This design comes from an exercise in tuning for small area, a short achievable clock period and few clock cycles per item on the open sky130 flow, not from production work. Only the layout flow was run in this run; the RTL was not checked for function there. Power figures rest on the tool's default switching activity, not on a simulated workload.

**design/flow/run.sh**
```bash
#!/bin/bash
# synth_recipe.tcl (not shown) runs the flow's synth.tcl, then flattens the netlist and writes it again
# the make line also repeats each setting of config.mk as NAME=value (left out here)
make -C /OpenROAD-flow-scripts/flow DESIGN_CONFIG=/design/flow/config.mk WORK_HOME=/design/flow/orfs CLKGATE_MAP_FILE= SYNTH_SCRIPT=/design/flow/synth_recipe.tcl finish
```
**design/flow/config.mk**
```make
export PLATFORM = sky130hd
export DESIGN_NAME = multi_stack_shared_buffer_core
export DESIGN_NICKNAME = multi_stack_shared_buffer_core
export VERILOG_FILES = /design/flow/design.v
export SDC_FILE = /design/flow/constraint.sdc
export NUM_CORES = 4
export LEC_CHECK = 0
export CAP_MARGIN = 20
export CORE_MARGIN = 2
export CORE_UTILIZATION = 40
export CTS_BUF_LIST = sky130_fd_sc_hd__clkbuf_16
export CTS_CLUSTER_DIAMETER = 70
export CTS_CLUSTER_SIZE = 24
export SETUP_SLACK_MARGIN = 2.3
export SLEW_MARGIN = 20
export TNS_END_PERCENT = 0
```
**design/flow/design.v**
```verilog
`default_nettype none
package msb_pkg;
   localparam int ACTION_WIDTH   = 2;
   localparam int STACK_ID_WIDTH = 2;
   localparam int VALUE_WIDTH    = 32;
   localparam int STATUS_WIDTH   = 2;
   localparam int STACK_SLOTS    = 2 ** STACK_ID_WIDTH;
   localparam int NUM_STACKS_DEFAULT = 4;
   localparam int CAPACITY_DEFAULT   = 16;
   localparam int DATA_WIDTH_DEFAULT = 32;
   typedef enum logic [ACTION_WIDTH-1:0] {
      ACT_PUSH = 2'd0,
      ACT_POP  = 2'd1,
      ACT_PEEK = 2'd2,
      ACT_NOP  = 2'd3
   } action_type;
   typedef enum logic [STATUS_WIDTH-1:0] {
      ST_OK    = 2'd0,
      ST_FULL  = 2'd1,
      ST_EMPTY = 2'd2
   } status_type;
   typedef enum logic {
      PH_IDLE = 1'b0,
      PH_EXEC = 1'b1
   } phase_type;
   typedef struct packed {
      action_type                       action;
      logic [STACK_ID_WIDTH-1:0]        stack_id;
      logic signed [VALUE_WIDTH-1:0]    value;
   } req_type;
   typedef struct packed {
      logic signed [VALUE_WIDTH-1:0]    data;
      status_type                       status;
   } rsp_type;
   typedef struct packed {
      logic start;
      logic out_free;
   } eng_ctrl_type;
   typedef struct packed {
      logic busy;
      logic done;
   } eng_stat_type;
endpackage
`default_nettype wire
`default_nettype none
module msb_ram #(
   parameter int WIDTH = 32,
   parameter int DEPTH = 16
) (
   input  wire logic                       clock,
   input  wire logic [DEPTH-1:0]           wr_en,
   input  wire logic [WIDTH-1:0]           wr_data,
   input  wire logic [DEPTH-1:0]           rd_sel,
   output      logic [WIDTH-1:0]           rd_data
);
   logic [WIDTH-1:0] mem [DEPTH];
   always_ff @(posedge clock) begin
      for (int i = 0; i < DEPTH; i++) begin
         if (wr_en[i]) begin
            mem[i] <= wr_data;
         end
      end
   end
   always_comb begin
      rd_data = '0;
      for (int i = 0; i < DEPTH; i++) begin
         rd_data = rd_data | (mem[i] & {WIDTH{rd_sel[i]}});
      end
   end
endmodule
`default_nettype wire
`default_nettype none
module msb_engine #(
   parameter int NUM_STACKS = msb_pkg::NUM_STACKS_DEFAULT,
   parameter int CAPACITY   = msb_pkg::CAPACITY_DEFAULT,
   parameter int DATA_WIDTH = msb_pkg::DATA_WIDTH_DEFAULT
) (
   input  wire logic                    clock,
   input  wire logic                    reset,
   input  wire logic                    req_valid,
   output      logic                    req_ready,
   input  wire msb_pkg::req_type        req,
   output      logic                    rsp_valid,
   input  wire logic                    rsp_ready,
   output      msb_pkg::rsp_type        rsp
);
   localparam int AW = $clog2(CAPACITY);
   localparam int NS = msb_pkg::STACK_SLOTS;
   logic [AW-1:0]       head_ff [NS];
   logic [NS-1:0]       ne_ff;           
   logic [AW-1:0]       link_ff [CAPACITY];
   logic [CAPACITY-1:0] used_ff;
   logic                rd_valid_ff;
   msb_pkg::status_type rd_status_ff;
   logic [CAPACITY-1:0] rd_sel_ff;       
   logic                main_valid_ff;
   msb_pkg::status_type main_status_ff;
   logic [DATA_WIDTH-1:0] main_data_ff;
   logic                rd_move;
   logic                room;
   logic                take;
   logic                rd_valid_in, main_valid_in;
   logic [CAPACITY-1:0] alloc_oh;
   logic [AW-1:0]       alloc_idx;
   logic                full;
   logic                go;              
   logic                op_valid_ff;
   msb_pkg::req_type    op_ff;
   logic [NS-1:0]       sid_oh;
   logic [CAPACITY-1:0] head_oh [NS];
   logic [CAPACITY-1:0] is_self;
   logic [CAPACITY-1:0] top_sel;         
   logic [AW-1:0]       head_s;
   logic [AW-1:0]       below_s;
   logic                last_s;
   logic                ne_s;
   logic                is_push, is_pop, is_rd;
   logic                push_ok, pop_ok;
   msb_pkg::status_type status_new;
   logic [DATA_WIDTH-1:0] rd_data;
   always_comb begin
      alloc_oh  = '0;
      alloc_idx = '0;
      for (int i = CAPACITY - 1; i >= 0; i--) begin
         if (!used_ff[i]) begin
            alloc_oh    = '0;
            alloc_oh[i] = 1'b1;
            alloc_idx   = AW'(i);
         end
      end
      full = &used_ff;
   end
   always_comb begin
      for (int s = 0; s < NS; s++) begin
         for (int i = 0; i < CAPACITY; i++) begin
            head_oh[s][i] = ne_ff[s] && (head_ff[s] == AW'(i)) && (s < NUM_STACKS);
         end
      end
      for (int i = 0; i < CAPACITY; i++) begin
         is_self[i] = (link_ff[i] == AW'(i));
      end
   end
   assign room      = !rd_valid_ff || !main_valid_ff || rsp_ready;
   assign go        = op_valid_ff && room;
   assign req_ready = !op_valid_ff || room;
   always_ff @(posedge clock) begin
      if (reset) begin
         op_valid_ff <= 1'b0;
      end else if (req_ready) begin
         op_valid_ff <= req_valid;
      end
   end
   always_ff @(posedge clock) begin
      if (req_ready) begin
         op_ff <= req;
      end
   end
   always_comb begin
      for (int s = 0; s < NS; s++) begin
         sid_oh[s] = (op_ff.stack_id == msb_pkg::STACK_ID_WIDTH'(s));
      end
      top_sel = '0;
      for (int s = 0; s < NS; s++) begin
         top_sel = top_sel | (head_oh[s] & {CAPACITY{sid_oh[s]}});
      end
      ne_s    = ne_ff[op_ff.stack_id] && (op_ff.stack_id < msb_pkg::STACK_ID_WIDTH'(NUM_STACKS) || NUM_STACKS >= NS);
      head_s  = head_ff[op_ff.stack_id];
      below_s = '0;
      for (int i = 0; i < CAPACITY; i++) begin
         below_s = below_s | (link_ff[i] & {AW{top_sel[i]}});
      end
      last_s  = |(top_sel & is_self);
   end
   assign is_push = (op_ff.action == msb_pkg::ACT_PUSH);
   assign is_pop  = (op_ff.action == msb_pkg::ACT_POP);
   assign is_rd   = (op_ff.action == msb_pkg::ACT_POP) || (op_ff.action == msb_pkg::ACT_PEEK);
   assign push_ok = is_push && !full && (op_ff.stack_id < msb_pkg::STACK_ID_WIDTH'(NUM_STACKS) || NUM_STACKS >= NS);
   assign pop_ok  = is_pop && ne_s;
   always_comb begin
      if (is_push && !push_ok) begin
         status_new = msb_pkg::ST_FULL;
      end else if (is_rd && !ne_s) begin
         status_new = msb_pkg::ST_EMPTY;
      end else begin
         status_new = msb_pkg::ST_OK;
      end
   end
   always_ff @(posedge clock) begin
      if (reset) begin
         used_ff <= '0;
         ne_ff   <= '0;
      end else if (go) begin
         if (push_ok) begin
            used_ff <= used_ff | alloc_oh;
            ne_ff[op_ff.stack_id] <= 1'b1;
         end
         if (pop_ok) begin
            used_ff <= used_ff & ~top_sel;
            ne_ff[op_ff.stack_id] <= !last_s;
         end
      end
   end
   always_ff @(posedge clock) begin
      if (go) begin
         if (push_ok) begin
            head_ff[op_ff.stack_id] <= alloc_idx;
         end
         if (pop_ok) begin
            head_ff[op_ff.stack_id] <= below_s;
         end
      end
   end
   always_ff @(posedge clock) begin
      for (int i = 0; i < CAPACITY; i++) begin
         if (alloc_oh[i]) begin
            link_ff[i] <= ne_s ? head_s : AW'(i);
         end
      end
   end
   assign take    = main_valid_ff && rsp_ready;
   assign rd_move = rd_valid_ff && (!main_valid_ff || rsp_ready);
   always_comb begin
      rd_valid_in   = go || (rd_valid_ff && !rd_move);
      main_valid_in = rd_move || (main_valid_ff && !take);
   end
   always_ff @(posedge clock) begin
      if (reset) begin
         rd_valid_ff   <= 1'b0;
         main_valid_ff <= 1'b0;
      end else begin
         rd_valid_ff   <= rd_valid_in;
         main_valid_ff <= main_valid_in;
      end
   end
   always_ff @(posedge clock) begin
      if (go) begin
         rd_status_ff <= status_new;
         rd_sel_ff    <= top_sel & {CAPACITY{is_rd}};
      end
   end
   always_ff @(posedge clock) begin
      if (!main_valid_ff || rsp_ready) begin
         main_status_ff <= rd_status_ff;
         main_data_ff   <= rd_data;
      end
   end
   msb_ram #(
      .WIDTH (DATA_WIDTH),
      .DEPTH (CAPACITY)
   ) u_data_ram (
      .clock   (clock),
      .wr_en   (alloc_oh & {CAPACITY{room}}),
      .wr_data (op_ff.value[DATA_WIDTH-1:0]),
      .rd_sel  (rd_sel_ff),
      .rd_data (rd_data)
   );
   assign rsp_valid  = main_valid_ff;
   assign rsp.status = main_status_ff;
   assign rsp.data   = msb_pkg::VALUE_WIDTH'(main_data_ff);
endmodule
`default_nettype wire
`default_nettype none
module multi_stack_shared_buffer_core #(
   parameter int NUM_STACKS = msb_pkg::NUM_STACKS_DEFAULT,
   parameter int CAPACITY   = msb_pkg::CAPACITY_DEFAULT,
   parameter int DATA_WIDTH = msb_pkg::DATA_WIDTH_DEFAULT
) (
   input  wire logic        clock,
   input  wire logic        reset,
   input  wire logic        req_tvalid,
   output      logic        req_tready,
   input  wire logic [31:0] req_tdata,    
   input  wire logic [3:0]  req_tuser,    
   output      logic        rsp_tvalid,
   input  wire logic        rsp_tready,
   output      logic [31:0] rsp_tdata,    
   output      logic [1:0]  rsp_tuser     
);
   msb_pkg::req_type req;
   msb_pkg::rsp_type rsp;
   assign req.action   = msb_pkg::action_type'(req_tuser[1:0]);
   assign req.stack_id = req_tuser[3:2];
   assign req.value    = req_tdata;
   msb_engine #(
      .NUM_STACKS (NUM_STACKS),
      .CAPACITY   (CAPACITY),
      .DATA_WIDTH (DATA_WIDTH)
   ) u_engine (
      .clock     (clock),
      .reset     (reset),
      .req_valid (req_tvalid),
      .req_ready (req_tready),
      .req       (req),
      .rsp_valid (rsp_tvalid),
      .rsp_ready (rsp_tready),
      .rsp       (rsp)
   );
   assign rsp_tdata = rsp.data;
   assign rsp_tuser = rsp.status;
endmodule
`default_nettype wire
```
**design/flow/constraint.sdc**
```tcl
create_clock -name core_clock -period 4.0 [get_ports {clock}]
set_input_delay 0.8000 -clock core_clock [delete_from_list [all_inputs] [get_ports {clock}]]
set_output_delay 0.8000 -clock core_clock [all_outputs]
set_load 0.01 [all_outputs]
```
==> out/results.env <==
STATUS='complete, no violations'
FLOORPLAN.DIE.HEIGHT_UM=260.3
FIN_CRIT_SH=0.6262
MAX_FREQ_MHz=399.2
INSERTION_DELAY_PS=610
TRITONCTS='yes'
FINAL.SETUP_SKEW_PS=30.09
POST-ROUTE-MIN-PERIOD_PS=2505
INITIAL_ANTENNA_VIOLATION_COUNT=0
POST_DP_HPWL_MM=40.30
PATH_CELLS='buf_4, inv_4, ha_4, nand4b_1, buf_6, o22ai_4, o21ai_2, o2111ai_2, nor4_4, o21ai_2'
SYNTH_FLOP_CELL='edfxtp_1'
CRIT_TOP_CELL='o21ai_2'
INITIAL_CORE_UTIL=0.4063
CRITICAL_PATH.STARTPOINT_TYPE='flop'
TRITONCTS_BUFFERS=41
POST_DRT_VIA_CELL_RATIO=6.170
HTREE_LEVELS=2
GRT_UTIL_ALL_LAYERS=0.2142
CRITICAL_PATH_PEAK_FANOUT=6
GRT_PASS1_WL_MM=105.5
NUMBER_OF_PORT_BUFFERS=75
NETLIST_INSTANCES=1499
PEAKVDDDROP_mV=0.4017
MEAN_INSTANCE_SIZE_IN_THE_SYNTHESIZED_NETLIST_SQ_UM=17.53
CRITPATHTOPFAMILY='compound AO/OA/AOI/OAI gates'
NUM_ANTENNA_CELLS=0
FINALWEIGHTEDCONGESTION=0.9064
CP_DATA_REQUIRED_TIME_PS=4330
GR-TOTAL-OVERFLOW=0
CAP_VIOLATIONS=0
GRT_START_MAX_NET_PINS=41
PLACEMENT_ROWS=93
CORE-AREA_SQ_UM=64700
INITIALDRTVIOLATIONCOUNT=1978
WORST_HOLD_PATH_TYPE='flop to flop'
POST-SYNTH-TOP-COUNT-CELL='edfxtp_1'
CTS-HOLD-FIX-BUFFERS=0
RATIO_OF_CELLS_WITH_DRIVE_ABOVE_1_IN_THE_FINAL_LAYOUT=0.1619
PRECTSSETUPSLACK_PS=579.1
AREA_GROWTH_SYN_TO_LAYOUT_PCT=17.27
POWER_LEAKAGE_uW=0.009564
CRITICAL_PATH_BUF_INV_COUNT=3
WORSTSETUPENDPOINTTYPE='flop'
TOTAL_NETS_FINAL=1687
DETAIL_ROUTE.WIRELENGTH_MM=73.03
ANTENNA_VIOLATING_NETS_POST_ROUTE=0
TIMING.CRITICAL_PATH.SLOWEST_CELL_DELAY_PS=400
SETUP_TNS_PS=0
TOP_LEVEL_PORTS=76
SYNTHTOPCELLSBYAREA='edfxtp_1 78%, a221oi_1 4.3%, a22o_1 4.3%'
SYNTH_CELL_TYPE_COUNT=59
SYNTH_COMMONEST_CELLS='680 x edfxtp_1, 128 x a221oi_1, 128 x a22o_1'
RELSLEWSLACK=0.3424
CLK_PATH_BUF_DEPTH=3
SEQ_POWER_SHARE=0.622
HOLD_VIOL=0
NETLIST.TOP_CELL.BY_AREA='edfxtp_1'
INTPOWER_uW=10430
P_CLK_FRAC=0.352
VIA_COUNT=15530
LAYOUT.FILLER_CELLS=5443
PATH_CLK_SLEW_PS=80
DETAILEDROUTE.FIRSTPASSITERATIONCOUNT=6
TIMING.SETUP.CRITICAL_PATH_CLASS='flop to flop'
YS_WARN_COUNT=5
YS_FF_LATCH=705
DRC_VIOLS=0
FLOORPLAN.DIE.WIDTH_UM=260.3
YS_ASYNC_SR_FRACTION=0
DIE_FOOTPRINT_SQ_UM=67780
NETSWITCHINGFRACTION=0.2124
ROUTE.DETAILED.WL_PER_INST_UM=29.02
YS_SEQ_AREA_FRAC=0.7959
SYNTHESIS.AREA_SQ_UM=26280
P_COMB_FRAC=0.026
ROOT_BUFFER='clkbuf_16'
FINAL_MAX_SLEW_VIOL_COUNT=0
SETUP-VIOLATIONS-FINAL=0
TIGHTESTPINTRANSITION_PS=978.9
GRT_PASS1_VIAS=15180
YOSYSTOPAREACELLSHARE=0.7769
WORST_EP_ARRIVAL_TIME_PS=2830
NUMBER_OF_SYNTHESIZED_FLOPS_WITH_AN_ENABLE_PIN=680
GRT_SETUP_UNREPAIRED='true'
NETSWITCHINGPOWER_uW=2813
POWER_PER_CELL_AREA_nW_PER_UM2=429.7
LAYOUT_SETUP_WS_PS=1495
WORST_PATH_MAX_DELAY_CELL='edfxtp_1'
CLKSINKCOUNT=705
MAPPEDNETLISTNETS=1546
==> placed cells by master (no fill, tap or decap), types with 4 or more instances in the layout <==
cell type | netlist | routed
edfxtp_1 | 680 | 680
a22o_1 | 128 | 128
buf_6 | 2 | 8
buf_4 | 2 | 73
nor2_1 | 41 | 34
nand2_1 | 24 | 23
o211ai_1 | 6 | 6
mux4_2 | 5 | 5
inv_1 | 19 | 18
or2_2 | 4 | 4
dfxtp_1 | 25 | 16
nand2b_1 | 16 | 15
o22ai_2 | 0 | 13
nor3_4 | 0 | 8
o22ai_4 | 0 | 17
nor3_1 | 14 | 6
a211o_1 | 4 | 4
nor2_4 | 0 | 7
a21oi_1 | 36 | 35
buf_12 | 0 | 8
dfxtp_2 | 0 | 6
nand4b_1 | 8 | 8
and2_1 | 4 | 4
o21ai_1 | 16 | 29
nand3_1 | 5 | 4
nand4bb_4 | 0 | 4
and4_1 | 4 | 4
clkbuf_16 | 0 | 44
a221oi_1 | 128 | 128
o21ai_2 | 0 | 13
o21ai_0 | 94 | 68
ha_4 | 0 | 4
clkdlybuf4s50_1 | 0 | 73
nand4_1 | 53 | 53
o2111ai_2 | 0 | 5
nor2b_1 | 22 | 20
clkinv_1 | 0 | 4
==> power groups by stage <==
| stage | Clock, uW | Sequential (uW) | Combinational [uW] |
|---|---|---|---|
| after global placement | 0 | 8400 | 314 |
| after global routing | 5010 | 8250 | 361 |
| after CTS | 4770 | 8240 | 336 |
| after floorplan | 0 | 8370 | 161 |
| final | 4670 | 8240 | 340 |
| after detailed placement | 0 | 8410 | 316 |
==> final timing paths <==
| kind | from | to | slack [ps] | cells past startpoint |
|---|---|---|---|---|
| worst max-delay path | u_engine.op_ff[32] | u_engine.head_ff[0][3] | 1500 | 10 |
| worst min-delay path | u_engine.rd_valid_ff | u_engine.main_valid_ff | 450 | 2 |
| worst max register to register | u_engine.op_ff[32] | u_engine.head_ff[0][3] | 1500 | 10 |
| worst min register to register | u_engine.rd_valid_ff | u_engine.main_valid_ff | 450 | 2 |
==> registers in the layout (all words and copies together) (netlist names), named ones only <==
| name | count |
|---|---|
| u_engine.op_valid_ff | 1 |
| u_engine.main_status_ff | 2 |
| u_engine.rd_valid_ff | 1 |
| u_engine.ne_ff | 4 |
| u_engine.link_ff | 64 |
| u_engine.rd_status_ff | 2 |
| u_engine.main_data_ff | 32 |
| u_engine.rd_sel_ff | 16 |
| u_engine.op_ff | 36 |
| u_engine.head_ff | 16 |
| u_engine.main_valid_ff | 1 |
| u_engine.u_data_ram.mem | 512 |
| u_engine.used_ff | 16 |
==> worst register-to-register path, delay by kind of cell, from the launching register on <==
family          cells  cell delay, ps
buf+inv             3             360
fa+ha+maj           1             190
simple gates        2             590
compound gates      4             700
flops               1             400
==> metrics by stage <==
stage	utilization	area, sq um	total power, uW	hold slack [ps]	instances
floorplan	-	26450	8529	400.3	1499
global placement	0.4391	28410	8711	431.9	2409
detailed placement	0.4392	28420	8721	439.2	2409
CTS	0.4741	30670	13340	446.2	2514
global route	0.4764	30820	13620	465.9	2517
finish	0.4764	30820	13240	445.0	2517
==> layer usage <==
| layer | up-vias | track usage | wire length, um |
|---|---|---|---|
| li1 | 6584 | - | - |
| met2 | 752 | 0.3533 | 35350 |
| met1 | 8064 | 0.2985 | 30330 |
| met3 | 131 | 0.03234 | 5412 |
| met5 | - | 0 | 0 |
| met4 | 0 | 0.05587 | 1947 |
==> what timing repair did <==
item                                    in CTS  in global routing
gates cloned                                 2                  0
hold endpoints to repair                     0                  0
buffers inserted                            38                  3
endpoints found under the setup margin     847                800
resized for setup                          117                 35
pin swaps                                   24                 13
==> logic make-up (layout without fill, tap and decap cells) <==
| family | Yosys count | after routing | share of synthesized area |
|---|---|---|---|
| AO/OA/AOI/OAI | 465 | 465 | 0.1308 |
| AND/OR/NAND/NOR | 231 | 231 | 0.05227 |
| buffers and inverters | 86 | 249 | 0.01338 |
| multiplexers | 5 | 5 | 0.004284 |
| flip-flops | 705 | 705 | 0.7959 |
| adder cells (fa/ha/maj) | 7 | 7 | 0.003332 |
==> final cells by class <==
| type | instances | area, sq um | share of cell area |
|---|---|---|---|
| Multi-Input combinational cell | 708 | 5784 | 0.1877 |
| Inverter | 19 | 73.82 | 0.002395 |
| Clock inverter | 21 | 259.0 | 0.008403 |
| Sequential cell | 705 | 20940 | 0.6793 |
| Timing Repair Buffer | 165 | 1595 | 0.05176 |
| Tap cell | 855 | 1070 | 0.03471 |
| Clock buffer | 44 | 1101 | 0.03572 |

-- afterwards: timing with drivers on the ports --
The flow's constraints put no driver on any port. The routed layout listed below was extracted and timed again, unchanged, in two steps. Step 1: set_driving_cell puts a clkbuf_16 on clock and a buf_2 on each other input, an assumption about the parent block. Step 2 adds t to the input delays and takes it off the output delays; t is the mean of the earliest and latest rising clock arrival at the registers after step 1. Input paths then give back, and output paths get back, about the clock's delay inside the block. a / b / c = no drivers / after step 1 / after step 2; a / b = the first two.
t (ns): 0.657
slack for setup (ns): 1.495 / 1.495 / 1.102
worst data-port slew with drivers (ns): 0.04
After both steps setup and hold are still met in this run. For this run, drivers alone change the setup slack by 0.000 ns; drivers and shift together by -0.393 ns.
